Optimization exercise on an open flow, not production practice. RTL: at most simulated, not proved equivalent. Power: default activity.

==> flow/design.v, too long to show whole: its modules and the start of the top module <==
// module fhbt_ctrl: 646 lines
// module fhbt_residues: 52 lines
// module fhbt_datapath: 763 lines
// module fnv1a_hashed_bucket_table_unit: 98 lines
module fnv1a_hashed_bucket_table_unit #(
  parameter int TABLE_DEPTH     = fhbt_pkg::TABLE_DEPTH_DEF,
  parameter int VALUE_WIDTH     = fhbt_pkg::VALUE_WIDTH_DEF,
  parameter int MAX_NAME_LENGTH = fhbt_pkg::MAX_NAME_LENGTH_DEF
) (
  input  logic                         clk_i,
  input  logic                         rst_ni,
  input  logic                         start_i,
  output logic                         busy_o,
  input  logic [fhbt_pkg::CMD_W-1:0]   command_i,
  input  logic [fhbt_pkg::BYTE_W-1:0]  name_byte_i,
  input  logic                         name_last_i,
  input  logic [fhbt_pkg::NV_W-1:0]    new_value_i,
  input  logic                         table_entries_we_i,
  input  logic [fhbt_pkg::TE_W-1:0]    table_entries_i,
  output logic                         done_o,
  output logic                         status_o,
  output logic [fhbt_pkg::FOUND_W-1:0] found_value_o,
  output logic [fhbt_pkg::SLOT_W-1:0]  slot_index_o,
  output logic [fhbt_pkg::COUNT_W-1:0] entry_count_o
);
  // ...
==> flow/run.sh <==
#!/bin/bash
# synth_recipe.tcl (not shown) runs the flow's synth.tcl, then flattens the netlist and writes it again
# the make line also repeats each setting of config.mk as NAME=value (left out here)
make -C /OpenROAD-flow-scripts/flow DESIGN_CONFIG=/design/flow/config.mk WORK_HOME=/design/flow/orfs CLKGATE_MAP_FILE= SYNTH_SCRIPT=/design/flow/synth_recipe.tcl finish
==> flow/config.mk <==
export PLATFORM = sky130hd
export DESIGN_NAME = fnv1a_hashed_bucket_table_unit
export DESIGN_NICKNAME = fnv1a_hashed_bucket_table_unit
export VERILOG_FILES = /design/flow/design.v
export SDC_FILE = /design/flow/constraint.sdc
export NUM_CORES = 4
export LEC_CHECK = 0
export ABC_CLOCK_PERIOD_IN_PS = 3000
export CAP_MARGIN = 20
export CORE_MARGIN = 2
export CORE_UTILIZATION = 40
export CTS_BUF_LIST = sky130_fd_sc_hd__clkbuf_16
export CTS_CLUSTER_DIAMETER = 100
export CTS_CLUSTER_SIZE = 22
export PLACE_DENSITY = 0.6
export SETUP_SLACK_MARGIN = 3.1
export SLEW_MARGIN = 20
==> flow/constraint.sdc <==
create_clock -name core_clock -period 6.5 [get_ports {clk_i}]
set_input_delay 1.3000 -clock core_clock [delete_from_list [all_inputs] [get_ports {clk_i}]]
set_output_delay 1.3000 -clock core_clock [all_outputs]
set_load 0.01 [all_outputs]
==> run notes, run 1 <==
status = timing/DRC/antenna clean
Vias/cell = 6.314
Clock buffer cells = 155
Comb power frac = 0.342
via count = 66820
total congestion overflow = 0
CTS tree = done
Final ANT Viol Nets = 0
Lkg Pwr = 43.07 nW
Seq power = 22.9 mW
multi-input logic area = 0.02660 mm²
DR WL/cell = 37.16 µm
Max Slew Vio Count = 0
clk tree area frac = 0.03884
H-tree Lvls = 4
slowest stage delay, CP = 1170 ps
dpl cell area = 0.1165 mm²
GP Congestion = 0.8750
min Tclk post-route = 3670 ps
n_taps = 3589
Compound-Gate Fraction of Synth Area = 0.1047
post-synthesis area per instance = 16.69 µm²
Critical Path Start = u_datapath.sel[15]
global-route wire length before repair = 531000 µm
P_comb = 17.5 mW
Post-Synth Simple-Gate Area = 0.04320
worst path required time = 6980 ps
nonclk buf count = 379
Antenna Cells = 13
Synth Flop Type = edfxtp_1
sequential cell count = 2901
power share of the clock group = 0.210
max-cap viol count = 0
met1 usage = 0.3734
GR Util All Layers = 0.2773
Testbench counts, summed over its fixed seeds: cycles 11,678, items 1,288.
==> module fhbt_datapath, before the edit <==
module fhbt_datapath (
  input  logic         clk_i,
  input  logic         rst_ni,
  input  logic [6:0]   div_i,         
  input  logic [7:0]   div3_i,        
  input  logic [191:0] res_i,         
  input  logic         ent_valid_i,
  input  logic         ent_create_i,
  input  logic         ent_add_i,
  input  logic         ent_uncreated_i,
  input  logic [23:0]  ent_s_i,
  input  logic [23:0]  ent_c_i,
  input  logic         ent_e_i,
  input  logic [7:0]   ent_lo_i,
  input  logic [31:0]  ent_value_i,
  output logic         done_o,        
  output logic         status_o,
  output logic [31:0]  found_value_o,
  output logic [7:0]   slot_index_o,
  output logic [15:0]  entry_count_o
);
  logic        n_valid, n_create, n_add, n_unc;
  logic [31:0] n_value;
  assign n_valid  = ent_valid_i;
  assign n_create = ent_create_i;
  assign n_add    = ent_add_i;
  assign n_unc    = ent_uncreated_i;
  assign n_value  = ent_value_i;
  logic        z_valid, z_create, z_add, z_unc;
  logic [31:0] z_value;
  logic        a_valid, a_create, a_add, a_unc;
  logic [31:0] a_value;
  logic        b_valid, b_create, b_add, b_unc;
  logic [31:0] b_value;
  logic        c_valid, c_create, c_add, c_unc;
  logic [31:0] c_value;
  logic        d_valid, d_create, d_add, d_unc;
  logic [31:0] d_value;
  logic        e_valid, e_create, e_add, e_unc;
  logic [31:0] e_value;
  logic [31:0] z_hash;
  always_ff @(posedge clk_i) z_hash <= {ent_s_i + ent_c_i + 24'(ent_e_i), ent_lo_i};
  always_ff @(posedge clk_i or negedge rst_ni) begin
    if (!rst_ni) z_valid <= 1'b0;
    else         z_valid <= n_valid;
  end
  always_ff @(posedge clk_i) begin
    z_create <= n_create;
    z_add    <= n_add;
    z_unc    <= n_unc;
    z_value  <= n_value;
  end
  logic [5:0] res [32];
  for (genvar i = 0; i < 32; i++) begin : g_res
    assign res[i] = res_i[6*i +: 6];
  end
  logic r1, r2;
  logic r3, r4;
  logic r5, r6;
  logic r7, r8;
  logic r9, r10;
  logic r11, r12;
  logic r13, r14;
  logic r15, r16;
  logic r17, r18;
  logic r19, r20;
  logic r21, r22;
  logic r23, r24;
  logic r25, r26;
  logic r27, r28;
  logic r29, r30;
  logic r31, r32;
  logic r33, r34;
  logic r35, r36;
  logic r37, r38;
  logic r39, r40;
  logic r41, r42;
  logic r43, r44;
  logic r45, r46;
  logic r47, r48;
  logic r49, r50;
  logic r51, r52;
  logic r53, r54;
  logic r55, r56;
  logic r57, r58;
  logic r59, r60;
  logic r61, r62;
  logic r63, r64;
  logic r65, r66;
  logic r67, r68;
  logic r69, r70;
  logic r71, r72;
  logic r73, r74;
  logic r75, r76;
  logic r77, r78;
  logic r79, r80;
  logic r81, r82;
  logic r83, r84;
  logic r85, r86;
  logic r87, r88;
  logic r89, r90;
  logic r91, r92;
  logic r93, r94;
  logic r95, r96;
  logic r97, r98;
  logic r99, r100;
  logic r101, r102;
  logic r103, r104;
  logic r105, r106;
  logic r107, r108;
  logic r109, r110;
  logic r111, r112;
  logic r113, r114;
  logic r115, r116;
  logic r117, r118;
  logic r119, r120;
  logic r121, r122;
  logic r123, r124;
  logic r125, r126;
  logic r127, r128;
  logic r129, r130;
  logic r131, r132;
  logic r133, r134;
  logic r135, r136;
  logic r137, r138;
  logic r139, r140;
  logic r141, r142;
  logic r143, r144;
  logic r145, r146;
  logic r147, r148;
  logic r149, r150;
  logic r151, r152;
  logic r153, r154;
  logic r155, r156;
  logic r157, r158;
  logic r159, r160;
  logic r161, r162;
  logic r163, r164;
  logic r165, r166;
  logic r167, r168;
  logic r169, r170;
  logic r171, r172;
  logic r173, r174;
  logic r175, r176;
  logic r177, r178;
  logic r179, r180;
  logic r181, r182;
  logic r183, r184;
  logic r185, r186;
  logic r187, r188;
  logic r189, r190;
  logic r191, r192;
  logic r193, r194;
  logic r195, r196;
  logic r197, r198;
  logic r199, r200;
  logic r201, r202;
  logic r203, r204;
  logic r205, r206;
  logic r207, r208;
  logic r209, r210;
  logic r211, r212;
  logic r213, r214;
  logic r215, r216;
  logic r217, r218;
  logic r219, r220;
  logic r221, r222;
  logic r223, r224;
  logic r225, r226;
  logic r227, r228;
  logic r229, r230;
  logic r231, r232;
  logic r233, r234;
  logic r235, r236;
  logic r237, r238;
  logic r239, r240;
  logic r241, r242;
  logic r243, r244;
  logic r245, r246;
  logic r247, r248;
  logic r249, r250;
  logic r251, r252;
  logic r253, r254;
  logic r255, r256;
  logic r257, r258;
  logic r259, r260;
  logic r261, r262;
  logic r263, r264;
  logic r265, r266;
  logic r267, r268;
  logic r269, r270;
  logic r271, r272;
  logic r273, r274;
  logic r275, r276;
  logic r277, r278;
  logic r279, r280;
  logic r281, r282;
  logic r283, r284;
  logic r285, r286;
  logic r287, r288;
  logic r289, r290;
  logic r291, r292;
  logic r293, r294;
  logic r295, r296;
  logic r297, r298;
  logic r299, r300;
  logic r301, r302;
  logic r303, r304;
  logic r305, r306;
  logic r307, r308;
  logic r309, r310;
  logic r311, r312;
  logic r313, r314;
  logic r315, r316;
  logic r317, r318;
  logic r319, r320;
  logic r321, r322;
  assign r1 = (z_hash[0] & res[0][0]) ^ (z_hash[10] & res[10][0]) ^ (z_hash[11] & res[11][0]);
  assign r2 = ((z_hash[0] & res[0][0]) & (z_hash[10] & res[10][0])) | ((z_hash[0] & res[0][0]) & (z_hash[11] & res[11][0])) | ((z_hash[10] & res[10][0]) & (z_hash[11] & res[11][0]));
  assign r3 = (z_hash[12] & res[12][0]) ^ (z_hash[13] & res[13][0]) ^ (z_hash[14] & res[14][0]);
  assign r4 = ((z_hash[12] & res[12][0]) & (z_hash[13] & res[13][0])) | ((z_hash[12] & res[12][0]) & (z_hash[14] & res[14][0])) | ((z_hash[13] & res[13][0]) & (z_hash[14] & res[14][0]));
  assign r5 = (z_hash[15] & res[15][0]) ^ (z_hash[16] & res[16][0]) ^ (z_hash[17] & res[17][0]);
  assign r6 = ((z_hash[15] & res[15][0]) & (z_hash[16] & res[16][0])) | ((z_hash[15] & res[15][0]) & (z_hash[17] & res[17][0])) | ((z_hash[16] & res[16][0]) & (z_hash[17] & res[17][0]));
  assign r7 = (z_hash[18] & res[18][0]) ^ (z_hash[19] & res[19][0]) ^ (z_hash[1] & res[1][0]);
  assign r8 = ((z_hash[18] & res[18][0]) & (z_hash[19] & res[19][0])) | ((z_hash[18] & res[18][0]) & (z_hash[1] & res[1][0])) | ((z_hash[19] & res[19][0]) & (z_hash[1] & res[1][0]));
  assign r9 = (z_hash[20] & res[20][0]) ^ (z_hash[21] & res[21][0]) ^ (z_hash[22] & res[22][0]);
  assign r10 = ((z_hash[20] & res[20][0]) & (z_hash[21] & res[21][0])) | ((z_hash[20] & res[20][0]) & (z_hash[22] & res[22][0])) | ((z_hash[21] & res[21][0]) & (z_hash[22] & res[22][0]));
  assign r11 = (z_hash[23] & res[23][0]) ^ (z_hash[24] & res[24][0]) ^ (z_hash[25] & res[25][0]);
  assign r12 = ((z_hash[23] & res[23][0]) & (z_hash[24] & res[24][0])) | ((z_hash[23] & res[23][0]) & (z_hash[25] & res[25][0])) | ((z_hash[24] & res[24][0]) & (z_hash[25] & res[25][0]));
  assign r13 = (z_hash[26] & res[26][0]) ^ (z_hash[27] & res[27][0]) ^ (z_hash[28] & res[28][0]);
  assign r14 = ((z_hash[26] & res[26][0]) & (z_hash[27] & res[27][0])) | ((z_hash[26] & res[26][0]) & (z_hash[28] & res[28][0])) | ((z_hash[27] & res[27][0]) & (z_hash[28] & res[28][0]));
  assign r15 = (z_hash[29] & res[29][0]) ^ (z_hash[2] & res[2][0]) ^ (z_hash[30] & res[30][0]);
  assign r16 = ((z_hash[29] & res[29][0]) & (z_hash[2] & res[2][0])) | ((z_hash[29] & res[29][0]) & (z_hash[30] & res[30][0])) | ((z_hash[2] & res[2][0]) & (z_hash[30] & res[30][0]));
  assign r17 = (z_hash[31] & res[31][0]) ^ (z_hash[3] & res[3][0]) ^ (z_hash[4] & res[4][0]);
  assign r18 = ((z_hash[31] & res[31][0]) & (z_hash[3] & res[3][0])) | ((z_hash[31] & res[31][0]) & (z_hash[4] & res[4][0])) | ((z_hash[3] & res[3][0]) & (z_hash[4] & res[4][0]));
  assign r19 = (z_hash[5] & res[5][0]) ^ (z_hash[6] & res[6][0]) ^ (z_hash[7] & res[7][0]);
  assign r20 = ((z_hash[5] & res[5][0]) & (z_hash[6] & res[6][0])) | ((z_hash[5] & res[5][0]) & (z_hash[7] & res[7][0])) | ((z_hash[6] & res[6][0]) & (z_hash[7] & res[7][0]));
  assign r21 = (z_hash[0] & res[0][1]) ^ (z_hash[10] & res[10][1]) ^ (z_hash[11] & res[11][1]);
  assign r22 = ((z_hash[0] & res[0][1]) & (z_hash[10] & res[10][1])) | ((z_hash[0] & res[0][1]) & (z_hash[11] & res[11][1])) | ((z_hash[10] & res[10][1]) & (z_hash[11] & res[11][1]));
  assign r23 = (z_hash[12] & res[12][1]) ^ (z_hash[13] & res[13][1]) ^ (z_hash[14] & res[14][1]);
  assign r24 = ((z_hash[12] & res[12][1]) & (z_hash[13] & res[13][1])) | ((z_hash[12] & res[12][1]) & (z_hash[14] & res[14][1])) | ((z_hash[13] & res[13][1]) & (z_hash[14] & res[14][1]));
  assign r25 = (z_hash[15] & res[15][1]) ^ (z_hash[16] & res[16][1]) ^ (z_hash[17] & res[17][1]);
  assign r26 = ((z_hash[15] & res[15][1]) & (z_hash[16] & res[16][1])) | ((z_hash[15] & res[15][1]) & (z_hash[17] & res[17][1])) | ((z_hash[16] & res[16][1]) & (z_hash[17] & res[17][1]));
  assign r27 = (z_hash[18] & res[18][1]) ^ (z_hash[19] & res[19][1]) ^ (z_hash[1] & res[1][1]);
  assign r28 = ((z_hash[18] & res[18][1]) & (z_hash[19] & res[19][1])) | ((z_hash[18] & res[18][1]) & (z_hash[1] & res[1][1])) | ((z_hash[19] & res[19][1]) & (z_hash[1] & res[1][1]));
  assign r29 = (z_hash[20] & res[20][1]) ^ (z_hash[21] & res[21][1]) ^ (z_hash[22] & res[22][1]);
  assign r30 = ((z_hash[20] & res[20][1]) & (z_hash[21] & res[21][1])) | ((z_hash[20] & res[20][1]) & (z_hash[22] & res[22][1])) | ((z_hash[21] & res[21][1]) & (z_hash[22] & res[22][1]));
  assign r31 = (z_hash[23] & res[23][1]) ^ (z_hash[24] & res[24][1]) ^ (z_hash[25] & res[25][1]);
  assign r32 = ((z_hash[23] & res[23][1]) & (z_hash[24] & res[24][1])) | ((z_hash[23] & res[23][1]) & (z_hash[25] & res[25][1])) | ((z_hash[24] & res[24][1]) & (z_hash[25] & res[25][1]));
  assign r33 = (z_hash[26] & res[26][1]) ^ (z_hash[27] & res[27][1]) ^ (z_hash[28] & res[28][1]);
  assign r34 = ((z_hash[26] & res[26][1]) & (z_hash[27] & res[27][1])) | ((z_hash[26] & res[26][1]) & (z_hash[28] & res[28][1])) | ((z_hash[27] & res[27][1]) & (z_hash[28] & res[28][1]));
  assign r35 = (z_hash[29] & res[29][1]) ^ (z_hash[2] & res[2][1]) ^ (z_hash[30] & res[30][1]);
  assign r36 = ((z_hash[29] & res[29][1]) & (z_hash[2] & res[2][1])) | ((z_hash[29] & res[29][1]) & (z_hash[30] & res[30][1])) | ((z_hash[2] & res[2][1]) & (z_hash[30] & res[30][1]));
  assign r37 = (z_hash[31] & res[31][1]) ^ (z_hash[3] & res[3][1]) ^ (z_hash[4] & res[4][1]);
  assign r38 = ((z_hash[31] & res[31][1]) & (z_hash[3] & res[3][1])) | ((z_hash[31] & res[31][1]) & (z_hash[4] & res[4][1])) | ((z_hash[3] & res[3][1]) & (z_hash[4] & res[4][1]));
  assign r39 = (z_hash[5] & res[5][1]) ^ (z_hash[6] & res[6][1]) ^ (z_hash[7] & res[7][1]);
  assign r40 = ((z_hash[5] & res[5][1]) & (z_hash[6] & res[6][1])) | ((z_hash[5] & res[5][1]) & (z_hash[7] & res[7][1])) | ((z_hash[6] & res[6][1]) & (z_hash[7] & res[7][1]));
  assign r41 = (z_hash[0] & res[0][2]) ^ (z_hash[10] & res[10][2]) ^ (z_hash[11] & res[11][2]);
  assign r42 = ((z_hash[0] & res[0][2]) & (z_hash[10] & res[10][2])) | ((z_hash[0] & res[0][2]) & (z_hash[11] & res[11][2])) | ((z_hash[10] & res[10][2]) & (z_hash[11] & res[11][2]));
  assign r43 = (z_hash[12] & res[12][2]) ^ (z_hash[13] & res[13][2]) ^ (z_hash[14] & res[14][2]);
  assign r44 = ((z_hash[12] & res[12][2]) & (z_hash[13] & res[13][2])) | ((z_hash[12] & res[12][2]) & (z_hash[14] & res[14][2])) | ((z_hash[13] & res[13][2]) & (z_hash[14] & res[14][2]));
  assign r45 = (z_hash[15] & res[15][2]) ^ (z_hash[16] & res[16][2]) ^ (z_hash[17] & res[17][2]);
  assign r46 = ((z_hash[15] & res[15][2]) & (z_hash[16] & res[16][2])) | ((z_hash[15] & res[15][2]) & (z_hash[17] & res[17][2])) | ((z_hash[16] & res[16][2]) & (z_hash[17] & res[17][2]));
  assign r47 = (z_hash[18] & res[18][2]) ^ (z_hash[19] & res[19][2]) ^ (z_hash[1] & res[1][2]);
  assign r48 = ((z_hash[18] & res[18][2]) & (z_hash[19] & res[19][2])) | ((z_hash[18] & res[18][2]) & (z_hash[1] & res[1][2])) | ((z_hash[19] & res[19][2]) & (z_hash[1] & res[1][2]));
  assign r49 = (z_hash[20] & res[20][2]) ^ (z_hash[21] & res[21][2]) ^ (z_hash[22] & res[22][2]);
  assign r50 = ((z_hash[20] & res[20][2]) & (z_hash[21] & res[21][2])) | ((z_hash[20] & res[20][2]) & (z_hash[22] & res[22][2])) | ((z_hash[21] & res[21][2]) & (z_hash[22] & res[22][2]));
  assign r51 = (z_hash[23] & res[23][2]) ^ (z_hash[24] & res[24][2]) ^ (z_hash[25] & res[25][2]);
  assign r52 = ((z_hash[23] & res[23][2]) & (z_hash[24] & res[24][2])) | ((z_hash[23] & res[23][2]) & (z_hash[25] & res[25][2])) | ((z_hash[24] & res[24][2]) & (z_hash[25] & res[25][2]));
  assign r53 = (z_hash[26] & res[26][2]) ^ (z_hash[27] & res[27][2]) ^ (z_hash[28] & res[28][2]);
  assign r54 = ((z_hash[26] & res[26][2]) & (z_hash[27] & res[27][2])) | ((z_hash[26] & res[26][2]) & (z_hash[28] & res[28][2])) | ((z_hash[27] & res[27][2]) & (z_hash[28] & res[28][2]));
  assign r55 = (z_hash[29] & res[29][2]) ^ (z_hash[2] & res[2][2]) ^ (z_hash[30] & res[30][2]);
  assign r56 = ((z_hash[29] & res[29][2]) & (z_hash[2] & res[2][2])) | ((z_hash[29] & res[29][2]) & (z_hash[30] & res[30][2])) | ((z_hash[2] & res[2][2]) & (z_hash[30] & res[30][2]));
  assign r57 = (z_hash[31] & res[31][2]) ^ (z_hash[3] & res[3][2]) ^ (z_hash[4] & res[4][2]);
  assign r58 = ((z_hash[31] & res[31][2]) & (z_hash[3] & res[3][2])) | ((z_hash[31] & res[31][2]) & (z_hash[4] & res[4][2])) | ((z_hash[3] & res[3][2]) & (z_hash[4] & res[4][2]));
  assign r59 = (z_hash[5] & res[5][2]) ^ (z_hash[6] & res[6][2]) ^ (z_hash[7] & res[7][2]);
  assign r60 = ((z_hash[5] & res[5][2]) & (z_hash[6] & res[6][2])) | ((z_hash[5] & res[5][2]) & (z_hash[7] & res[7][2])) | ((z_hash[6] & res[6][2]) & (z_hash[7] & res[7][2]));
  assign r61 = (z_hash[0] & res[0][3]) ^ (z_hash[10] & res[10][3]) ^ (z_hash[11] & res[11][3]);
  assign r62 = ((z_hash[0] & res[0][3]) & (z_hash[10] & res[10][3])) | ((z_hash[0] & res[0][3]) & (z_hash[11] & res[11][3])) | ((z_hash[10] & res[10][3]) & (z_hash[11] & res[11][3]));
  assign r63 = (z_hash[12] & res[12][3]) ^ (z_hash[13] & res[13][3]) ^ (z_hash[14] & res[14][3]);
  assign r64 = ((z_hash[12] & res[12][3]) & (z_hash[13] & res[13][3])) | ((z_hash[12] & res[12][3]) & (z_hash[14] & res[14][3])) | ((z_hash[13] & res[13][3]) & (z_hash[14] & res[14][3]));
  assign r65 = (z_hash[15] & res[15][3]) ^ (z_hash[16] & res[16][3]) ^ (z_hash[17] & res[17][3]);
  assign r66 = ((z_hash[15] & res[15][3]) & (z_hash[16] & res[16][3])) | ((z_hash[15] & res[15][3]) & (z_hash[17] & res[17][3])) | ((z_hash[16] & res[16][3]) & (z_hash[17] & res[17][3]));
  assign r67 = (z_hash[18] & res[18][3]) ^ (z_hash[19] & res[19][3]) ^ (z_hash[1] & res[1][3]);
  assign r68 = ((z_hash[18] & res[18][3]) & (z_hash[19] & res[19][3])) | ((z_hash[18] & res[18][3]) & (z_hash[1] & res[1][3])) | ((z_hash[19] & res[19][3]) & (z_hash[1] & res[1][3]));
  assign r69 = (z_hash[20] & res[20][3]) ^ (z_hash[21] & res[21][3]) ^ (z_hash[22] & res[22][3]);
  assign r70 = ((z_hash[20] & res[20][3]) & (z_hash[21] & res[21][3])) | ((z_hash[20] & res[20][3]) & (z_hash[22] & res[22][3])) | ((z_hash[21] & res[21][3]) & (z_hash[22] & res[22][3]));
  assign r71 = (z_hash[23] & res[23][3]) ^ (z_hash[24] & res[24][3]) ^ (z_hash[25] & res[25][3]);
  assign r72 = ((z_hash[23] & res[23][3]) & (z_hash[24] & res[24][3])) | ((z_hash[23] & res[23][3]) & (z_hash[25] & res[25][3])) | ((z_hash[24] & res[24][3]) & (z_hash[25] & res[25][3]));
  assign r73 = (z_hash[26] & res[26][3]) ^ (z_hash[27] & res[27][3]) ^ (z_hash[28] & res[28][3]);
  assign r74 = ((z_hash[26] & res[26][3]) & (z_hash[27] & res[27][3])) | ((z_hash[26] & res[26][3]) & (z_hash[28] & res[28][3])) | ((z_hash[27] & res[27][3]) & (z_hash[28] & res[28][3]));
  assign r75 = (z_hash[29] & res[29][3]) ^ (z_hash[2] & res[2][3]) ^ (z_hash[30] & res[30][3]);
  assign r76 = ((z_hash[29] & res[29][3]) & (z_hash[2] & res[2][3])) | ((z_hash[29] & res[29][3]) & (z_hash[30] & res[30][3])) | ((z_hash[2] & res[2][3]) & (z_hash[30] & res[30][3]));
  assign r77 = (z_hash[31] & res[31][3]) ^ (z_hash[3] & res[3][3]) ^ (z_hash[4] & res[4][3]);
  assign r78 = ((z_hash[31] & res[31][3]) & (z_hash[3] & res[3][3])) | ((z_hash[31] & res[31][3]) & (z_hash[4] & res[4][3])) | ((z_hash[3] & res[3][3]) & (z_hash[4] & res[4][3]));
  assign r79 = (z_hash[5] & res[5][3]) ^ (z_hash[6] & res[6][3]) ^ (z_hash[7] & res[7][3]);
  assign r80 = ((z_hash[5] & res[5][3]) & (z_hash[6] & res[6][3])) | ((z_hash[5] & res[5][3]) & (z_hash[7] & res[7][3])) | ((z_hash[6] & res[6][3]) & (z_hash[7] & res[7][3]));
  assign r81 = (z_hash[0] & res[0][4]) ^ (z_hash[10] & res[10][4]) ^ (z_hash[11] & res[11][4]);
  assign r82 = ((z_hash[0] & res[0][4]) & (z_hash[10] & res[10][4])) | ((z_hash[0] & res[0][4]) & (z_hash[11] & res[11][4])) | ((z_hash[10] & res[10][4]) & (z_hash[11] & res[11][4]));
  assign r83 = (z_hash[12] & res[12][4]) ^ (z_hash[13] & res[13][4]) ^ (z_hash[14] & res[14][4]);
  assign r84 = ((z_hash[12] & res[12][4]) & (z_hash[13] & res[13][4])) | ((z_hash[12] & res[12][4]) & (z_hash[14] & res[14][4])) | ((z_hash[13] & res[13][4]) & (z_hash[14] & res[14][4]));
  assign r85 = (z_hash[15] & res[15][4]) ^ (z_hash[16] & res[16][4]) ^ (z_hash[17] & res[17][4]);
  assign r86 = ((z_hash[15] & res[15][4]) & (z_hash[16] & res[16][4])) | ((z_hash[15] & res[15][4]) & (z_hash[17] & res[17][4])) | ((z_hash[16] & res[16][4]) & (z_hash[17] & res[17][4]));
  assign r87 = (z_hash[18] & res[18][4]) ^ (z_hash[19] & res[19][4]) ^ (z_hash[1] & res[1][4]);
  assign r88 = ((z_hash[18] & res[18][4]) & (z_hash[19] & res[19][4])) | ((z_hash[18] & res[18][4]) & (z_hash[1] & res[1][4])) | ((z_hash[19] & res[19][4]) & (z_hash[1] & res[1][4]));
  assign r89 = (z_hash[20] & res[20][4]) ^ (z_hash[21] & res[21][4]) ^ (z_hash[22] & res[22][4]);
  assign r90 = ((z_hash[20] & res[20][4]) & (z_hash[21] & res[21][4])) | ((z_hash[20] & res[20][4]) & (z_hash[22] & res[22][4])) | ((z_hash[21] & res[21][4]) & (z_hash[22] & res[22][4]));
  assign r91 = (z_hash[23] & res[23][4]) ^ (z_hash[24] & res[24][4]) ^ (z_hash[25] & res[25][4]);
  assign r92 = ((z_hash[23] & res[23][4]) & (z_hash[24] & res[24][4])) | ((z_hash[23] & res[23][4]) & (z_hash[25] & res[25][4])) | ((z_hash[24] & res[24][4]) & (z_hash[25] & res[25][4]));
  assign r93 = (z_hash[26] & res[26][4]) ^ (z_hash[27] & res[27][4]) ^ (z_hash[28] & res[28][4]);
  assign r94 = ((z_hash[26] & res[26][4]) & (z_hash[27] & res[27][4])) | ((z_hash[26] & res[26][4]) & (z_hash[28] & res[28][4])) | ((z_hash[27] & res[27][4]) & (z_hash[28] & res[28][4]));
  assign r95 = (z_hash[29] & res[29][4]) ^ (z_hash[2] & res[2][4]) ^ (z_hash[30] & res[30][4]);
  assign r96 = ((z_hash[29] & res[29][4]) & (z_hash[2] & res[2][4])) | ((z_hash[29] & res[29][4]) & (z_hash[30] & res[30][4])) | ((z_hash[2] & res[2][4]) & (z_hash[30] & res[30][4]));
  assign r97 = (z_hash[31] & res[31][4]) ^ (z_hash[3] & res[3][4]) ^ (z_hash[4] & res[4][4]);
  assign r98 = ((z_hash[31] & res[31][4]) & (z_hash[3] & res[3][4])) | ((z_hash[31] & res[31][4]) & (z_hash[4] & res[4][4])) | ((z_hash[3] & res[3][4]) & (z_hash[4] & res[4][4]));
  assign r99 = (z_hash[5] & res[5][4]) ^ (z_hash[6] & res[6][4]) ^ (z_hash[7] & res[7][4]);
  assign r100 = ((z_hash[5] & res[5][4]) & (z_hash[6] & res[6][4])) | ((z_hash[5] & res[5][4]) & (z_hash[7] & res[7][4])) | ((z_hash[6] & res[6][4]) & (z_hash[7] & res[7][4]));
  assign r101 = (z_hash[0] & res[0][5]) ^ (z_hash[10] & res[10][5]) ^ (z_hash[11] & res[11][5]);
  assign r102 = ((z_hash[0] & res[0][5]) & (z_hash[10] & res[10][5])) | ((z_hash[0] & res[0][5]) & (z_hash[11] & res[11][5])) | ((z_hash[10] & res[10][5]) & (z_hash[11] & res[11][5]));
  assign r103 = (z_hash[12] & res[12][5]) ^ (z_hash[13] & res[13][5]) ^ (z_hash[14] & res[14][5]);
  assign r104 = ((z_hash[12] & res[12][5]) & (z_hash[13] & res[13][5])) | ((z_hash[12] & res[12][5]) & (z_hash[14] & res[14][5])) | ((z_hash[13] & res[13][5]) & (z_hash[14] & res[14][5]));
  assign r105 = (z_hash[15] & res[15][5]) ^ (z_hash[16] & res[16][5]) ^ (z_hash[17] & res[17][5]);
  assign r106 = ((z_hash[15] & res[15][5]) & (z_hash[16] & res[16][5])) | ((z_hash[15] & res[15][5]) & (z_hash[17] & res[17][5])) | ((z_hash[16] & res[16][5]) & (z_hash[17] & res[17][5]));
  assign r107 = (z_hash[18] & res[18][5]) ^ (z_hash[19] & res[19][5]) ^ (z_hash[1] & res[1][5]);
  assign r108 = ((z_hash[18] & res[18][5]) & (z_hash[19] & res[19][5])) | ((z_hash[18] & res[18][5]) & (z_hash[1] & res[1][5])) | ((z_hash[19] & res[19][5]) & (z_hash[1] & res[1][5]));
  assign r109 = (z_hash[20] & res[20][5]) ^ (z_hash[21] & res[21][5]) ^ (z_hash[22] & res[22][5]);
  assign r110 = ((z_hash[20] & res[20][5]) & (z_hash[21] & res[21][5])) | ((z_hash[20] & res[20][5]) & (z_hash[22] & res[22][5])) | ((z_hash[21] & res[21][5]) & (z_hash[22] & res[22][5]));
  assign r111 = (z_hash[23] & res[23][5]) ^ (z_hash[24] & res[24][5]) ^ (z_hash[25] & res[25][5]);
  assign r112 = ((z_hash[23] & res[23][5]) & (z_hash[24] & res[24][5])) | ((z_hash[23] & res[23][5]) & (z_hash[25] & res[25][5])) | ((z_hash[24] & res[24][5]) & (z_hash[25] & res[25][5]));
  assign r113 = (z_hash[26] & res[26][5]) ^ (z_hash[27] & res[27][5]) ^ (z_hash[28] & res[28][5]);
  assign r114 = ((z_hash[26] & res[26][5]) & (z_hash[27] & res[27][5])) | ((z_hash[26] & res[26][5]) & (z_hash[28] & res[28][5])) | ((z_hash[27] & res[27][5]) & (z_hash[28] & res[28][5]));
  assign r115 = (z_hash[29] & res[29][5]) ^ (z_hash[2] & res[2][5]) ^ (z_hash[30] & res[30][5]);
  assign r116 = ((z_hash[29] & res[29][5]) & (z_hash[2] & res[2][5])) | ((z_hash[29] & res[29][5]) & (z_hash[30] & res[30][5])) | ((z_hash[2] & res[2][5]) & (z_hash[30] & res[30][5]));
  assign r117 = (z_hash[31] & res[31][5]) ^ (z_hash[3] & res[3][5]) ^ (z_hash[4] & res[4][5]);
  assign r118 = ((z_hash[31] & res[31][5]) & (z_hash[3] & res[3][5])) | ((z_hash[31] & res[31][5]) & (z_hash[4] & res[4][5])) | ((z_hash[3] & res[3][5]) & (z_hash[4] & res[4][5]));
  assign r119 = (z_hash[5] & res[5][5]) ^ (z_hash[6] & res[6][5]) ^ (z_hash[7] & res[7][5]);
  assign r120 = ((z_hash[5] & res[5][5]) & (z_hash[6] & res[6][5])) | ((z_hash[5] & res[5][5]) & (z_hash[7] & res[7][5])) | ((z_hash[6] & res[6][5]) & (z_hash[7] & res[7][5]));
  assign r121 = (z_hash[8] & res[8][0]) ^ (z_hash[9] & res[9][0]) ^ r1;
  assign r122 = ((z_hash[8] & res[8][0]) & (z_hash[9] & res[9][0])) | ((z_hash[8] & res[8][0]) & r1) | ((z_hash[9] & res[9][0]) & r1);
  assign r123 = r11 ^ r13 ^ r15;
  assign r124 = (r11 & r13) | (r11 & r15) | (r13 & r15);
  assign r125 = r17 ^ r19 ^ r3;
  assign r126 = (r17 & r19) | (r17 & r3) | (r19 & r3);
  assign r127 = r5 ^ r7 ^ r9;
  assign r128 = (r5 & r7) | (r5 & r9) | (r7 & r9);
  assign r129 = (z_hash[8] & res[8][1]) ^ (z_hash[9] & res[9][1]) ^ r10;
  assign r130 = ((z_hash[8] & res[8][1]) & (z_hash[9] & res[9][1])) | ((z_hash[8] & res[8][1]) & r10) | ((z_hash[9] & res[9][1]) & r10);
  assign r131 = r12 ^ r14 ^ r16;
  assign r132 = (r12 & r14) | (r12 & r16) | (r14 & r16);
  assign r133 = r18 ^ r2 ^ r20;
  assign r134 = (r18 & r2) | (r18 & r20) | (r2 & r20);
  assign r135 = r21 ^ r23 ^ r25;
  assign r136 = (r21 & r23) | (r21 & r25) | (r23 & r25);
  assign r137 = r27 ^ r29 ^ r31;
  assign r138 = (r27 & r29) | (r27 & r31) | (r29 & r31);
  assign r139 = r33 ^ r35 ^ r37;
  assign r140 = (r33 & r35) | (r33 & r37) | (r35 & r37);
  assign r141 = r39 ^ r4 ^ r6;
  assign r142 = (r39 & r4) | (r39 & r6) | (r4 & r6);
  assign r143 = (z_hash[8] & res[8][2]) ^ (z_hash[9] & res[9][2]) ^ r22;
  assign r144 = ((z_hash[8] & res[8][2]) & (z_hash[9] & res[9][2])) | ((z_hash[8] & res[8][2]) & r22) | ((z_hash[9] & res[9][2]) & r22);
  assign r145 = r24 ^ r26 ^ r28;
  assign r146 = (r24 & r26) | (r24 & r28) | (r26 & r28);
  assign r147 = r30 ^ r32 ^ r34;
  assign r148 = (r30 & r32) | (r30 & r34) | (r32 & r34);
  assign r149 = r36 ^ r38 ^ r40;
  assign r150 = (r36 & r38) | (r36 & r40) | (r38 & r40);
  assign r151 = r41 ^ r43 ^ r45;
  assign r152 = (r41 & r43) | (r41 & r45) | (r43 & r45);
  assign r153 = r47 ^ r49 ^ r51;
  assign r154 = (r47 & r49) | (r47 & r51) | (r49 & r51);
  assign r155 = r53 ^ r55 ^ r57;
  assign r156 = (r53 & r55) | (r53 & r57) | (r55 & r57);
  assign r157 = (z_hash[8] & res[8][3]) ^ (z_hash[9] & res[9][3]) ^ r42;
  assign r158 = ((z_hash[8] & res[8][3]) & (z_hash[9] & res[9][3])) | ((z_hash[8] & res[8][3]) & r42) | ((z_hash[9] & res[9][3]) & r42);
  assign r159 = r44 ^ r46 ^ r48;
  assign r160 = (r44 & r46) | (r44 & r48) | (r46 & r48);
  assign r161 = r50 ^ r52 ^ r54;
  assign r162 = (r50 & r52) | (r50 & r54) | (r52 & r54);
  assign r163 = r56 ^ r58 ^ r60;
  assign r164 = (r56 & r58) | (r56 & r60) | (r58 & r60);
  assign r165 = r61 ^ r63 ^ r65;
  assign r166 = (r61 & r63) | (r61 & r65) | (r63 & r65);
  assign r167 = r67 ^ r69 ^ r71;
  assign r168 = (r67 & r69) | (r67 & r71) | (r69 & r71);
  assign r169 = r73 ^ r75 ^ r77;
  assign r170 = (r73 & r75) | (r73 & r77) | (r75 & r77);
  assign r171 = (z_hash[8] & res[8][4]) ^ (z_hash[9] & res[9][4]) ^ r62;
  assign r172 = ((z_hash[8] & res[8][4]) & (z_hash[9] & res[9][4])) | ((z_hash[8] & res[8][4]) & r62) | ((z_hash[9] & res[9][4]) & r62);
  assign r173 = r64 ^ r66 ^ r68;
  assign r174 = (r64 & r66) | (r64 & r68) | (r66 & r68);
  assign r175 = r70 ^ r72 ^ r74;
  assign r176 = (r70 & r72) | (r70 & r74) | (r72 & r74);
  assign r177 = r76 ^ r78 ^ r80;
  assign r178 = (r76 & r78) | (r76 & r80) | (r78 & r80);
  assign r179 = r81 ^ r83 ^ r85;
  assign r180 = (r81 & r83) | (r81 & r85) | (r83 & r85);
  assign r181 = r87 ^ r89 ^ r91;
  assign r182 = (r87 & r89) | (r87 & r91) | (r89 & r91);
  assign r183 = r93 ^ r95 ^ r97;
  assign r184 = (r93 & r95) | (r93 & r97) | (r95 & r97);
  assign r185 = (z_hash[8] & res[8][5]) ^ (z_hash[9] & res[9][5]) ^ r100;
  assign r186 = ((z_hash[8] & res[8][5]) & (z_hash[9] & res[9][5])) | ((z_hash[8] & res[8][5]) & r100) | ((z_hash[9] & res[9][5]) & r100);
  assign r187 = r101 ^ r103 ^ r105;
  assign r188 = (r101 & r103) | (r101 & r105) | (r103 & r105);
  assign r189 = r107 ^ r109 ^ r111;
  assign r190 = (r107 & r109) | (r107 & r111) | (r109 & r111);
  assign r191 = r113 ^ r115 ^ r117;
  assign r192 = (r113 & r115) | (r113 & r117) | (r115 & r117);
  assign r193 = r119 ^ r82 ^ r84;
  assign r194 = (r119 & r82) | (r119 & r84) | (r82 & r84);
  assign r195 = r86 ^ r88 ^ r90;
  assign r196 = (r86 & r88) | (r86 & r90) | (r88 & r90);
  assign r197 = r92 ^ r94 ^ r96;
  assign r198 = (r92 & r94) | (r92 & r96) | (r94 & r96);
  assign r199 = r102 ^ r104 ^ r106;
  assign r200 = (r102 & r104) | (r102 & r106) | (r104 & r106);
  assign r201 = r108 ^ r110 ^ r112;
  assign r202 = (r108 & r110) | (r108 & r112) | (r110 & r112);
  assign r203 = r114 ^ r116 ^ r118;
  assign r204 = (r114 & r116) | (r114 & r118) | (r116 & r118);
  assign r205 = r121 ^ r123 ^ r125;
  assign r206 = (r121 & r123) | (r121 & r125) | (r123 & r125);
  assign r207 = r8 ^ r122 ^ r124;
  assign r208 = (r8 & r122) | (r8 & r124) | (r122 & r124);
  assign r209 = r126 ^ r128 ^ r129;
  assign r210 = (r126 & r128) | (r126 & r129) | (r128 & r129);
  assign r211 = r131 ^ r133 ^ r135;
  assign r212 = (r131 & r133) | (r131 & r135) | (r133 & r135);
  assign r213 = r137 ^ r139 ^ r141;
  assign r214 = (r137 & r139) | (r137 & r141) | (r139 & r141);
  assign r215 = r59 ^ r130 ^ r132;
  assign r216 = (r59 & r130) | (r59 & r132) | (r130 & r132);
  assign r217 = r134 ^ r136 ^ r138;
  assign r218 = (r134 & r136) | (r134 & r138) | (r136 & r138);
  assign r219 = r140 ^ r142 ^ r143;
  assign r220 = (r140 & r142) | (r140 & r143) | (r142 & r143);
  assign r221 = r145 ^ r147 ^ r149;
  assign r222 = (r145 & r147) | (r145 & r149) | (r147 & r149);
  assign r223 = r151 ^ r153 ^ r155;
  assign r224 = (r151 & r153) | (r151 & r155) | (r153 & r155);
  assign r225 = r79 ^ r144 ^ r146;
  assign r226 = (r79 & r144) | (r79 & r146) | (r144 & r146);
  assign r227 = r148 ^ r150 ^ r152;
  assign r228 = (r148 & r150) | (r148 & r152) | (r150 & r152);
  assign r229 = r154 ^ r156 ^ r157;
  assign r230 = (r154 & r156) | (r154 & r157) | (r156 & r157);
  assign r231 = r159 ^ r161 ^ r163;
  assign r232 = (r159 & r161) | (r159 & r163) | (r161 & r163);
  assign r233 = r165 ^ r167 ^ r169;
  assign r234 = (r165 & r167) | (r165 & r169) | (r167 & r169);
  assign r235 = r99 ^ r158 ^ r160;
  assign r236 = (r99 & r158) | (r99 & r160) | (r158 & r160);
  assign r237 = r162 ^ r164 ^ r166;
  assign r238 = (r162 & r164) | (r162 & r166) | (r164 & r166);
  assign r239 = r168 ^ r170 ^ r171;
  assign r240 = (r168 & r170) | (r168 & r171) | (r170 & r171);
  assign r241 = r173 ^ r175 ^ r177;
  assign r242 = (r173 & r175) | (r173 & r177) | (r175 & r177);
  assign r243 = r179 ^ r181 ^ r183;
  assign r244 = (r179 & r181) | (r179 & r183) | (r181 & r183);
  assign r245 = r98 ^ r172 ^ r174;
  assign r246 = (r98 & r172) | (r98 & r174) | (r172 & r174);
  assign r247 = r176 ^ r178 ^ r180;
  assign r248 = (r176 & r178) | (r176 & r180) | (r178 & r180);
  assign r249 = r182 ^ r184 ^ r185;
  assign r250 = (r182 & r184) | (r182 & r185) | (r184 & r185);
  assign r251 = r187 ^ r189 ^ r191;
  assign r252 = (r187 & r189) | (r187 & r191) | (r189 & r191);
  assign r253 = r193 ^ r195 ^ r197;
  assign r254 = (r193 & r195) | (r193 & r197) | (r195 & r197);
  assign r255 = r120 ^ r186 ^ r188;
  assign r256 = (r120 & r186) | (r120 & r188) | (r186 & r188);
  assign r257 = r190 ^ r192 ^ r194;
  assign r258 = (r190 & r192) | (r190 & r194) | (r192 & r194);
  assign r259 = r196 ^ r198 ^ r199;
  assign r260 = (r196 & r198) | (r196 & r199) | (r198 & r199);
  assign r261 = r200 ^ r202 ^ r204;
  assign r262 = (r200 & r202) | (r200 & r204) | (r202 & r204);
  assign r263 = r206 ^ r207 ^ r209;
  assign r264 = (r206 & r207) | (r206 & r209) | (r207 & r209);
  assign r265 = r211 ^ r213;
  assign r266 = r211 & r213;
  assign r267 = r208 ^ r210 ^ r212;
  assign r268 = (r208 & r210) | (r208 & r212) | (r210 & r212);
  assign r269 = r214 ^ r215 ^ r217;
  assign r270 = (r214 & r215) | (r214 & r217) | (r215 & r217);
  assign r271 = r219 ^ r221 ^ r223;
  assign r272 = (r219 & r221) | (r219 & r223) | (r221 & r223);
  assign r273 = r216 ^ r218 ^ r220;
  assign r274 = (r216 & r218) | (r216 & r220) | (r218 & r220);
  assign r275 = r222 ^ r224 ^ r225;
  assign r276 = (r222 & r224) | (r222 & r225) | (r224 & r225);
  assign r277 = r227 ^ r229 ^ r231;
  assign r278 = (r227 & r229) | (r227 & r231) | (r229 & r231);
  assign r279 = r226 ^ r228 ^ r230;
  assign r280 = (r226 & r228) | (r226 & r230) | (r228 & r230);
  assign r281 = r232 ^ r234 ^ r235;
  assign r282 = (r232 & r234) | (r232 & r235) | (r234 & r235);
  assign r283 = r237 ^ r239 ^ r241;
  assign r284 = (r237 & r239) | (r237 & r241) | (r239 & r241);
  assign r285 = r236 ^ r238 ^ r240;
  assign r286 = (r236 & r238) | (r236 & r240) | (r238 & r240);
  assign r287 = r242 ^ r244 ^ r245;
  assign r288 = (r242 & r244) | (r242 & r245) | (r244 & r245);
  assign r289 = r247 ^ r249 ^ r251;
  assign r290 = (r247 & r249) | (r247 & r251) | (r249 & r251);
  assign r291 = r201 ^ r203 ^ r246;
  assign r292 = (r201 & r203) | (r201 & r246) | (r203 & r246);
  assign r293 = r248 ^ r250 ^ r252;
  assign r294 = (r248 & r250) | (r248 & r252) | (r250 & r252);
  assign r295 = r254 ^ r255 ^ r257;
  assign r296 = (r254 & r255) | (r254 & r257) | (r255 & r257);
  assign r297 = r256 ^ r258 ^ r260;
  assign r298 = (r256 & r258) | (r256 & r260) | (r258 & r260);
  assign r299 = r264 ^ r266 ^ r267;
  assign r300 = (r264 & r266) | (r264 & r267) | (r266 & r267);
  assign r301 = r269 ^ r271;
  assign r302 = r269 & r271;
  assign r303 = r233 ^ r268 ^ r270;
  assign r304 = (r233 & r268) | (r233 & r270) | (r268 & r270);
  assign r305 = r272 ^ r273 ^ r275;
  assign r306 = (r272 & r273) | (r272 & r275) | (r273 & r275);
  assign r307 = r243 ^ r274 ^ r276;
  assign r308 = (r243 & r274) | (r243 & r276) | (r274 & r276);
  assign r309 = r278 ^ r279 ^ r281;
  assign r310 = (r278 & r279) | (r278 & r281) | (r279 & r281);
  assign r311 = r253 ^ r280 ^ r282;
  assign r312 = (r253 & r280) | (r253 & r282) | (r280 & r282);
  assign r313 = r284 ^ r285 ^ r287;
  assign r314 = (r284 & r285) | (r284 & r287) | (r285 & r287);
  assign r315 = r259 ^ r286 ^ r288;
  assign r316 = (r259 & r286) | (r259 & r288) | (r286 & r288);
  assign r317 = r290 ^ r291 ^ r293;
  assign r318 = (r290 & r291) | (r290 & r293) | (r291 & r293);
  assign r319 = r261 ^ r292 ^ r294;
  assign r320 = (r261 & r292) | (r261 & r294) | (r292 & r294);
  assign r321 = r262 ^ r298;
  assign r322 = r262 & r298;
  logic [33:0] a_dots;
  always_ff @(posedge clk_i) begin
    a_dots[0] <= r127;
    a_dots[1] <= r205;
    a_dots[2] <= r263;
    a_dots[3] <= r265;
    a_dots[4] <= r299;
    a_dots[5] <= r301;
    a_dots[6] <= r277;
    a_dots[7] <= r300;
    a_dots[8] <= r302;
    a_dots[9] <= r303;
    a_dots[10] <= r305;
    a_dots[11] <= r283;
    a_dots[12] <= r304;
    a_dots[13] <= r306;
    a_dots[14] <= r307;
    a_dots[15] <= r309;
    a_dots[16] <= r289;
    a_dots[17] <= r308;
    a_dots[18] <= r310;
    a_dots[19] <= r311;
    a_dots[20] <= r313;
    a_dots[21] <= r295;
    a_dots[22] <= r312;
    a_dots[23] <= r314;
    a_dots[24] <= r315;
    a_dots[25] <= r317;
    a_dots[26] <= r296;
    a_dots[27] <= r297;
    a_dots[28] <= r316;
    a_dots[29] <= r318;
    a_dots[30] <= r319;
    a_dots[31] <= r320;
    a_dots[32] <= r321;
    a_dots[33] <= r322;
  end
  always_ff @(posedge clk_i or negedge rst_ni) begin
    if (!rst_ni) a_valid <= 1'b0;
    else         a_valid <= z_valid;
  end
  always_ff @(posedge clk_i) begin
    a_create <= z_create;
    a_add    <= z_add;
    a_unc    <= z_unc;
    a_value  <= z_value;
  end
  logic q1, q2;
  logic q3, q4;
  logic q5, q6;
  logic q7, q8;
  logic q9, q10;
  logic q11, q12;
  logic q13, q14;
  logic q15, q16;
  logic q17, q18;
  logic q19, q20;
  logic q21, q22;
  logic q23, q24;
  logic q25, q26;
  logic q27, q28;
  logic q29, q30;
  logic q31, q32;
  logic q33, q34;
  logic q35, q36;
  logic q37, q38;
  assign q1 = a_dots[10] ^ a_dots[6] ^ a_dots[7];
  assign q2 = (a_dots[10] & a_dots[6]) | (a_dots[10] & a_dots[7]) | (a_dots[6] & a_dots[7]);
  assign q3 = a_dots[8] ^ a_dots[9];
  assign q4 = a_dots[8] & a_dots[9];
  assign q5 = a_dots[11] ^ a_dots[12] ^ a_dots[13];
  assign q6 = (a_dots[11] & a_dots[12]) | (a_dots[11] & a_dots[13]) | (a_dots[12] & a_dots[13]);
  assign q7 = a_dots[16] ^ a_dots[17] ^ a_dots[18];
  assign q8 = (a_dots[16] & a_dots[17]) | (a_dots[16] & a_dots[18]) | (a_dots[17] & a_dots[18]);
  assign q9 = a_dots[21] ^ a_dots[22] ^ a_dots[23];
  assign q10 = (a_dots[21] & a_dots[22]) | (a_dots[21] & a_dots[23]) | (a_dots[22] & a_dots[23]);
  assign q11 = a_dots[26] ^ a_dots[27] ^ a_dots[28];
  assign q12 = (a_dots[26] & a_dots[27]) | (a_dots[26] & a_dots[28]) | (a_dots[27] & a_dots[28]);
  assign q13 = a_dots[31] ^ a_dots[32];
  assign q14 = a_dots[31] & a_dots[32];
  assign q15 = a_dots[14] ^ a_dots[15] ^ q2;
  assign q16 = (a_dots[14] & a_dots[15]) | (a_dots[14] & q2) | (a_dots[15] & q2);
  assign q17 = q4 ^ q5;
  assign q18 = q4 & q5;
  assign q19 = a_dots[19] ^ a_dots[20] ^ q6;
  assign q20 = (a_dots[19] & a_dots[20]) | (a_dots[19] & q6) | (a_dots[20] & q6);
  assign q21 = a_dots[24] ^ a_dots[25] ^ q8;
  assign q22 = (a_dots[24] & a_dots[25]) | (a_dots[24] & q8) | (a_dots[25] & q8);
  assign q23 = a_dots[29] ^ a_dots[30] ^ q10;
  assign q24 = (a_dots[29] & a_dots[30]) | (a_dots[29] & q10) | (a_dots[30] & q10);
  assign q25 = q12 ^ q13;
  assign q26 = q12 & q13;
  assign q27 = a_dots[33] ^ q14;
  assign q28 = a_dots[33] & q14;
  assign q29 = q7 ^ q16 ^ q18;
  assign q30 = (q7 & q16) | (q7 & q18) | (q16 & q18);
  assign q31 = q9 ^ q20 ^ q21;
  assign q32 = (q9 & q20) | (q9 & q21) | (q20 & q21);
  assign q33 = q11 ^ q22 ^ q23;
  assign q34 = (q11 & q22) | (q11 & q23) | (q22 & q23);
  assign q35 = q24 ^ q25;
  assign q36 = q24 & q25;
  assign q37 = q26 ^ q27;
  assign q38 = q26 & q27;
  logic [10:0] b_x, b_y, b_sum;
  assign b_x = {q28, q36, q34, q32, q30, q19, q15, q1, a_dots[4], a_dots[2], a_dots[0]};
  assign b_y = {q38, q37, q35, q33, q31, q29, q17, q3, a_dots[5], a_dots[3], a_dots[1]};
  always_ff @(posedge clk_i) b_sum <= b_x + b_y;
  always_ff @(posedge clk_i or negedge rst_ni) begin
    if (!rst_ni) b_valid <= 1'b0;
    else         b_valid <= a_valid;
  end
  always_ff @(posedge clk_i) begin
    b_create <= a_create;
    b_add    <= a_add;
    b_unc    <= a_unc;
    b_value  <= a_value;
  end
  logic [11:0] c_d8, c_d16, c_d24;
  logic [8:0]  c_next, c_rem;   
  assign c_d8  = {1'b0, b_sum} - {2'b00, div_i, 3'b000};
  assign c_d16 = {1'b0, b_sum} - {1'b0, div_i, 4'b0000};
  assign c_d24 = {1'b0, b_sum} - {1'b0, div3_i, 3'b000};
  always_comb begin
    if (!c_d24[11])      c_next = c_d24[8:0];
    else if (!c_d16[11]) c_next = c_d16[8:0];
    else if (!c_d8[11])  c_next = c_d8[8:0];
    else                 c_next = b_sum[8:0];
  end
  always_ff @(posedge clk_i) c_rem <= c_next;
  always_ff @(posedge clk_i or negedge rst_ni) begin
    if (!rst_ni) c_valid <= 1'b0;
    else         c_valid <= b_valid;
  end
  always_ff @(posedge clk_i) begin
    c_create <= b_create;
    c_add    <= b_add;
    c_unc    <= b_unc;
    c_value  <= b_value;
  end
  logic [9:0]  d_d2, d_d4, d_d6;
  logic [6:0]  d_r2;   
  logic [7:0]  d_d1;
  logic [5:0]  d_next;
  assign d_d2 = {1'b0, c_rem} - {2'b00, div_i, 1'b0};
  assign d_d4 = {1'b0, c_rem} - {1'b0, div_i, 2'b00};
  assign d_d6 = {1'b0, c_rem} - {1'b0, div3_i, 1'b0};
  always_comb begin
    if (!d_d6[9])      d_r2 = d_d6[6:0];
    else if (!d_d4[9]) d_r2 = d_d4[6:0];
    else if (!d_d2[9]) d_r2 = d_d2[6:0];
    else               d_r2 = c_rem[6:0];
  end
  logic [6:0] d_rem;
  always_ff @(posedge clk_i) d_rem <= d_r2;
  always_ff @(posedge clk_i or negedge rst_ni) begin
    if (!rst_ni) d_valid <= 1'b0;
    else         d_valid <= c_valid;
  end
  always_ff @(posedge clk_i) begin
    d_create <= c_create;
    d_add    <= c_add;
    d_unc    <= c_unc;
    d_value  <= c_value;
  end
  assign d_d1   = {1'b0, d_rem} - {1'b0, div_i};
  assign d_next = d_d1[7] ? d_rem[5:0] : d_d1[5:0];
  always_ff @(posedge clk_i or negedge rst_ni) begin
    if (!rst_ni) e_valid <= 1'b0;
    else         e_valid <= d_valid;
  end
  always_ff @(posedge clk_i) begin
    e_create <= d_create;
    e_add    <= d_add;
    e_unc    <= d_unc;
    e_value  <= d_value;
  end
  logic [5:0]  slot;
  logic [63:0] sel;
  logic        t_we, t_clr;   
  always_ff @(posedge clk_i) begin
    slot <= d_next;
    for (int g = 0; g < 64; g++) sel[g] <= (d_next == 6'(g)) || d_create;
    t_we  <= d_valid && (d_create || (d_add && !d_unc));
    t_clr <= d_valid && d_create;
  end
  logic        t_create, t_write, t_lookup;
  logic [31:0] mem_q [64];
  logic [31:0] wdata;
  logic [31:0] rdata;
  logic [15:0] count_q;
  assign t_create = e_valid && e_create;
  assign t_write  = e_valid && !e_create && !e_unc && e_add;
  assign t_lookup = !e_create && !e_unc && !e_add;
  assign wdata    = t_clr ? 32'd0 : e_value;
  for (genvar g = 0; g < 64; g++) begin : g_word
    always_ff @(posedge clk_i) begin
      if (t_we && sel[g]) mem_q[g] <= wdata;
    end
  end
  always_comb begin
    rdata = '0;
    for (int g = 0; g < 64; g++) rdata |= mem_q[g] & {32{sel[g]}};
  end
  always_ff @(posedge clk_i or negedge rst_ni) begin
    if (!rst_ni) begin
      done_o  <= 1'b0;
      count_q <= '0;
    end else begin
      done_o <= e_valid;
      if (t_create) begin
        count_q <= '0;
      end else if (t_write && count_q != fhbt_pkg::COUNT_MAX) begin
        count_q <= count_q + 16'd1;
      end
    end
  end
  always_ff @(posedge clk_i) begin
    status_o      <= !e_create && e_unc;
    found_value_o <= t_lookup ? rdata : 32'd0;
    slot_index_o  <= (e_create || e_unc) ? 8'd0 : {2'b00, slot};
  end
  assign entry_count_o = count_q;
endmodule
==> module fnv1a_hashed_bucket_table_unit, before the edit <==
module fnv1a_hashed_bucket_table_unit #(
  parameter int TABLE_DEPTH     = fhbt_pkg::TABLE_DEPTH_DEF,
  parameter int VALUE_WIDTH     = fhbt_pkg::VALUE_WIDTH_DEF,
  parameter int MAX_NAME_LENGTH = fhbt_pkg::MAX_NAME_LENGTH_DEF
) (
  input  logic                         clk_i,
  input  logic                         rst_ni,
  input  logic                         start_i,
  output logic                         busy_o,
  input  logic [fhbt_pkg::CMD_W-1:0]   command_i,
  input  logic [fhbt_pkg::BYTE_W-1:0]  name_byte_i,
  input  logic                         name_last_i,
  input  logic [fhbt_pkg::NV_W-1:0]    new_value_i,
  input  logic                         table_entries_we_i,
  input  logic [fhbt_pkg::TE_W-1:0]    table_entries_i,
  output logic                         done_o,
  output logic                         status_o,
  output logic [fhbt_pkg::FOUND_W-1:0] found_value_o,
  output logic [fhbt_pkg::SLOT_W-1:0]  slot_index_o,
  output logic [fhbt_pkg::COUNT_W-1:0] entry_count_o
);
  logic        in_valid_q;
  logic [1:0]  in_cmd_q;
  logic [7:0]  in_byte_q;
  logic        in_last_q;
  logic [31:0] in_value_q;
  logic [31:0] ent_value_q;
  logic [6:0]   div;
  logic [7:0]   div3;
  logic [191:0] res;
  logic        ent_valid, ent_create, ent_add, ent_unc;
  logic [23:0] ent_s, ent_c;
  logic [7:0]  ent_lo;
  logic        ent_e;
  logic        done_q;
  assign done_o = done_q && rst_ni;
  always_ff @(posedge clk_i or negedge rst_ni) begin
    if (!rst_ni) begin
      in_valid_q <= 1'b0;
    end else begin
      in_valid_q <= start_i && !busy_o;
    end
  end
  always_ff @(posedge clk_i) begin
    in_cmd_q    <= command_i;
    in_byte_q   <= name_byte_i;
    in_last_q   <= name_last_i;
    in_value_q  <= new_value_i;
    ent_value_q <= in_value_q;
  end
  fhbt_residues u_residues (
    .clk_i   (clk_i),
    .rst_ni  (rst_ni),
    .te_we_i (table_entries_we_i),
    .te_i    (table_entries_i),
    .div_o   (div),
    .div3_o  (div3),
    .res_o   (res),
    .busy_o  (busy_o)
  );
  fhbt_ctrl u_ctrl (
    .clk_i           (clk_i),
    .rst_ni          (rst_ni),
    .valid_i         (in_valid_q),
    .command_i       (in_cmd_q),
    .name_byte_i     (in_byte_q),
    .name_last_i     (in_last_q),
    .ent_valid_o     (ent_valid),
    .ent_create_o    (ent_create),
    .ent_add_o       (ent_add),
    .ent_uncreated_o (ent_unc),
    .ent_s_o         (ent_s),
    .ent_c_o         (ent_c),
    .ent_e_o         (ent_e),
    .ent_lo_o        (ent_lo)
  );
  fhbt_datapath u_datapath (
    .clk_i           (clk_i),
    .rst_ni          (rst_ni),
    .div_i           (div),
    .div3_i          (div3),
    .res_i           (res),
    .ent_valid_i     (ent_valid),
    .ent_create_i    (ent_create),
    .ent_add_i       (ent_add),
    .ent_uncreated_i (ent_unc),
    .ent_s_i         (ent_s),
    .ent_c_i         (ent_c),
    .ent_e_i         (ent_e),
    .ent_lo_i        (ent_lo),
    .ent_value_i     (ent_value_q),
    .done_o          (done_q),
    .status_o        (status_o),
    .found_value_o   (found_value_o),
    .slot_index_o    (slot_index_o),
    .entry_count_o   (entry_count_o)
  );
endmodule
==> run 2, diff against run 1 <==
--- a/flow/design.v
+++ b/flow/design.v
@@ -729,5 +729,6 @@
   input  logic         ent_e_i,
   input  logic [7:0]   ent_lo_i,
-  input  logic [31:0]  ent_value_i,
+  input  logic [31:0]  add_value_i,   
+  output logic         add_done_o,    
   output logic         done_o,        
   output logic         status_o,
@@ -737,22 +738,14 @@
 );
   logic        n_valid, n_create, n_add, n_unc;
-  logic [31:0] n_value;
   assign n_valid  = ent_valid_i;
   assign n_create = ent_create_i;
   assign n_add    = ent_add_i;
   assign n_unc    = ent_uncreated_i;
-  assign n_value  = ent_value_i;
   logic        z_valid, z_create, z_add, z_unc;
-  logic [31:0] z_value;
   logic        a_valid, a_create, a_add, a_unc;
-  logic [31:0] a_value;
   logic        b_valid, b_create, b_add, b_unc;
-  logic [31:0] b_value;
   logic        c_valid, c_create, c_add, c_unc;
-  logic [31:0] c_value;
   logic        d_valid, d_create, d_add, d_unc;
-  logic [31:0] d_value;
   logic        e_valid, e_create, e_add, e_unc;
-  logic [31:0] e_value;
   logic [31:0] z_hash;
   always_ff @(posedge clk_i) z_hash <= {ent_s_i + ent_c_i + 24'(ent_e_i), ent_lo_i};
@@ -765,5 +758,4 @@
     z_add    <= n_add;
     z_unc    <= n_unc;
-    z_value  <= n_value;
   end
   logic [5:0] res [32];
@@ -1299,5 +1291,4 @@
     a_add    <= z_add;
     a_unc    <= z_unc;
-    a_value  <= z_value;
   end
   logic q1, q2;
@@ -1370,5 +1361,4 @@
     b_add    <= a_add;
     b_unc    <= a_unc;
-    b_value  <= a_value;
   end
   logic [11:0] c_d8, c_d16, c_d24;
@@ -1392,5 +1382,4 @@
     c_add    <= b_add;
     c_unc    <= b_unc;
-    c_value  <= b_value;
   end
   logic [9:0]  d_d2, d_d4, d_d6;
@@ -1417,5 +1406,4 @@
     d_add    <= c_add;
     d_unc    <= c_unc;
-    d_value  <= c_value;
   end
   assign d_d1   = {1'b0, d_rem} - {1'b0, div_i};
@@ -1429,5 +1417,4 @@
     e_add    <= d_add;
     e_unc    <= d_unc;
-    e_value  <= d_value;
   end
   logic [5:0]  slot;
@@ -1448,5 +1435,6 @@
   assign t_write  = e_valid && !e_create && !e_unc && e_add;
   assign t_lookup = !e_create && !e_unc && !e_add;
-  assign wdata    = t_clr ? 32'd0 : e_value;
+  assign wdata    = t_clr ? 32'd0 : add_value_i;
+  assign add_done_o = e_valid && !e_create && e_add;
   for (genvar g = 0; g < 64; g++) begin : g_word
     always_ff @(posedge clk_i) begin
@@ -1503,6 +1491,11 @@
   logic [7:0]  in_byte_q;
   logic        in_last_q;
-  logic [31:0] in_value_q;
-  logic [31:0] ent_value_q;
+  localparam int VQ = 3;
+  logic [31:0] vq_q [VQ];
+  logic [1:0]  wr_q, rd_q, cnt_q;
+  logic [1:0]  cnt_next;
+  logic        full_q;
+  logic        add_in, add_done;
+  logic        res_busy;
   logic [6:0]   div;
   logic [7:0]   div3;
@@ -1514,4 +1507,25 @@
   logic        done_q;
   assign done_o = done_q && rst_ni;
+  assign busy_o = res_busy || full_q;
+  assign add_in   = start_i && !busy_o && name_last_i && (command_i == fhbt_pkg::CMD_ADD);
+  assign cnt_next = cnt_q + 2'(add_in) - 2'(add_done);
+  always_ff @(posedge clk_i or negedge rst_ni) begin
+    if (!rst_ni) begin
+      wr_q   <= '0;
+      rd_q   <= '0;
+      cnt_q  <= '0;
+      full_q <= 1'b0;
+    end else begin
+      if (add_in)   wr_q <= (wr_q == 2'(VQ - 1)) ? 2'd0 : wr_q + 2'd1;
+      if (add_done) rd_q <= (rd_q == 2'(VQ - 1)) ? 2'd0 : rd_q + 2'd1;
+      cnt_q  <= cnt_next;
+      full_q <= (cnt_next == 2'(VQ));
+    end
+  end
+  always_ff @(posedge clk_i) begin
+    for (int i = 0; i < VQ; i++) begin
+      if (add_in && wr_q == 2'(i)) vq_q[i] <= new_value_i;
+    end
+  end
   always_ff @(posedge clk_i or negedge rst_ni) begin
     if (!rst_ni) begin
@@ -1525,6 +1539,4 @@
     in_byte_q   <= name_byte_i;
     in_last_q   <= name_last_i;
-    in_value_q  <= new_value_i;
-    ent_value_q <= in_value_q;
   end
   fhbt_residues u_residues (
@@ -1536,5 +1548,5 @@
     .div3_o  (div3),
     .res_o   (res),
-    .busy_o  (busy_o)
+    .busy_o  (res_busy)
   );
   fhbt_ctrl u_ctrl (
@@ -1568,5 +1580,6 @@
     .ent_e_i         (ent_e),
     .ent_lo_i        (ent_lo),
-    .ent_value_i     (ent_value_q),
+    .add_value_i     (vq_q[rd_q]),
+    .add_done_o      (add_done),
     .done_o          (done_q),
     .status_o        (status_o),
==> run 2 against run 1 <==
Compared with the run above:
- combinational power up 5%
- area after synthesis down 1.2%
- first-iteration DRC count up 3.7%
- synthesized cell count down 0.73%
- die area down 1.2%
- via count up 1.6%
- clock-buffer cell count down 3
- largest cell class unchanged
==> run notes, run 2 <==
Top Metal Used = met5
commonest cells after routing, fill and taps aside = edfxtp_1 (2336), inv_1 (507), a22oi_1 (416), a22o_1 (362), fa_1 (331)
FF/Latch Area = 0.07909 mm²
post-synthesis area per instance = 16.61 µm² (-0.50%)
worst path required time = 7010 ps (+30 ps)
H-tree Lvls = 4 (unchanged)
Top Registers = u_datapath.mem_q x2048, u_residues.res_q x192, vq_q x96
slew margin rel. = 0.05310
final WL = 405100 µm
buffers and inverters on the worst path = 2
max reg flops = 2048
Synth Flop Type = edfxtp_1
setup_tns = 0 ps
ys async rst share = 0.04039
min Tclk post-route = 3568 ps (-102.0 ps)
Pre-antenna DRT Iters = 8
Worst-path clk slew = 90 ps
Std-Cell Rows = 191
via count = 67912 (+1.6%)
Final ANT Viol Nets = 0 (unchanged)
DP HPWL = 234700 µm
CP arrival = 4080 ps
Max Slew Vio Count = 0 (unchanged)
total power per unit cell area = 419.2 mW/mm²
Initial Util = 0.4017
total congestion overflow = 0 (unchanged)
max-cap viol count = 0 (unchanged)
Reg with most FFs = u_datapath.mem_q
Worst path slowest cell = and2_2
Yosys reg bits = 2748
global-route wire length before repair = 542100 µm (+2.1%)
final worst slack = 2932 ps
non-filler cells, final = 10482
peak supply drop = 0.0003956 V
crit end category = flip-flop
most frequent CP cell = buf_4
Vias/cell = 6.479 (+2.6%)
DP Worst Slack = 2475 ps
drt drc = 0
clk sinks = 2748
GP Congestion = 0.8917 (+1.9%)
Tightest Pin Transition = 1420 ps
port bufs = 112
Critical Path, Cell by Cell = buf_4 > and2_2 > buf_4
Die Height = 525.0 µm
CTS tree = done
Mapped Area = 0.1086 mm²
DR WL met2 = 172300 µm
Fin. Hold Viols = 0
Yosys cell types = 71
share of the synthesized area in the top cell type = 0.6462
crit-path max FO = 22
fin crit share = 0.5489
dpl cell area = 0.1154 mm² (-0.89%)
fin area = 0.1206 mm²
CP Launch Type = flip-flop
unrepaired setup endpoints after global routing = yes
multi-input logic area = 0.02749 mm² (+3.3%)
Longest Clk Path Bufs = 3
Synthesis Warnings = 9
Seq/Total Area, Yosys = 0.7273
status = timing/DRC/antenna clean
GR Util All Layers = 0.2869 (+0.009548)
# placed instances = 10170
Post-synth EDFFs = 2336
slowest stage delay, CP = 1110 ps (-60 ps)
DR WL/cell = 38.65 µm (+4.0%)
top-count cell post-synth = edfxtp_1
top post-synthesis cells by count = edfxtp_1 (2336), inv_1 (466), a22oi_1 (416)
Lkg Pwr = 41.55 nW (-3.5%)
Max Clk Rate = 0.2803 GHz
[run 2: changes by cell type in the layout (fill, tap and decap cells not counted), sizes merged, moves of 29 or more]
cell / previous run / this run
dfxtp: 557 / 301
edfxtp: 2240 / 2336
nor2: 76 / 152
o21bai: 7 / 61
nand2: 190 / 139
a31o: 37 / 1
a22o: 329 / 362
a22oi: 449 / 416
a41o: 32 / 0
nand4: 168 / 136
a221oi: 289 / 320
nor2b: 55 / 26
[run 2: kinds of logic after synthesis]
kind of cell             share of synthesized area
AO/OA/AOI/OAI                               0.1066
other                                   0.00003454
buffers and inverters                      0.02623
flip-flops                                  0.7273
XOR/XNOR                                  0.008068
adder cells (fa/ha/maj)                    0.08084
multiplexers                              0.006869
AND/OR/NAND/NOR                            0.04410
[run 2: worst paths after layout]
| kind | start | to | slack [ps] | cells after the start |
|---|---|---|---|---|
| min reg2reg | u_datapath.c_create | u_datapath.d_create | 330 | 0 |
| min | rst_ni | u_ctrl.sx_q[20] | 290 | 1 |
| max reg2reg | u_datapath.sel[19] | u_datapath.mem_q[19][27] | 2930 | 3 |
| min in group core_clock | u_datapath.c_create | u_datapath.d_create | 330 | 0 |
| max in group asynchronous | rst_ni | u_ctrl.sx_q[12] | 5420 | 3 |
| max | u_datapath.sel[19] | u_datapath.mem_q[19][27] | 2930 | 3 |
[run 2: layout make-up]
cell class	instances	area share
multi-input cells	3051	0.2279
repair buffers	381	0.02732
inverters	466	0.01464
flip-flops and latches	2748	0.6557
diodes	19	0.0003942
clock buffers	152	0.03153
well taps	3570	0.03703
clock inverters	95	0.005477
[run 2: worst reg2reg max path: stages, from the launching register on]
cell and delay, ps:
dfxtp_2 820, buf_4 720, and2_2 1140, buf_4 510
[run 2: power breakdown]
part	internal [mW]	leakage, nW	switching, mW
Sequential	20.6	25.5	1.36
Clock	4.38	2.42	5.95
Combinational	7.14	13.6	11.2
Total	32.1	41.5	18.5
[run 2: layer usage]
layer  vias up  track usage
met2      6080       0.4211
met3      1376      0.08089
li1      25660            -
met5         -    0.0005195
met1     34778       0.3824
met4        18       0.1635
[run 2: stage by stage]
stage	util	hold WS [ps]	power, mW
finish	0.4463	290.0	50.57
global route	0.4461	266.7	52.92
detailed placement	0.4271	312.0	39.69
CTS	0.4447	262.6	49.94
global placement	0.4269	309.9	39.55
floorplan	-	309.6	32.53
[run 2: what timing repair did]
action / 4_1_cts / 5_1_grt
cloned: 1 / 1
pin swaps: 12 / 16
gates resized for setup: 40 / 73
endpoints found under the setup margin: 106 / 265
buffers inserted: 20 / 24
Testbench counts of run 2, summed over its fixed seeds: cycles 11,722, items 1,288.
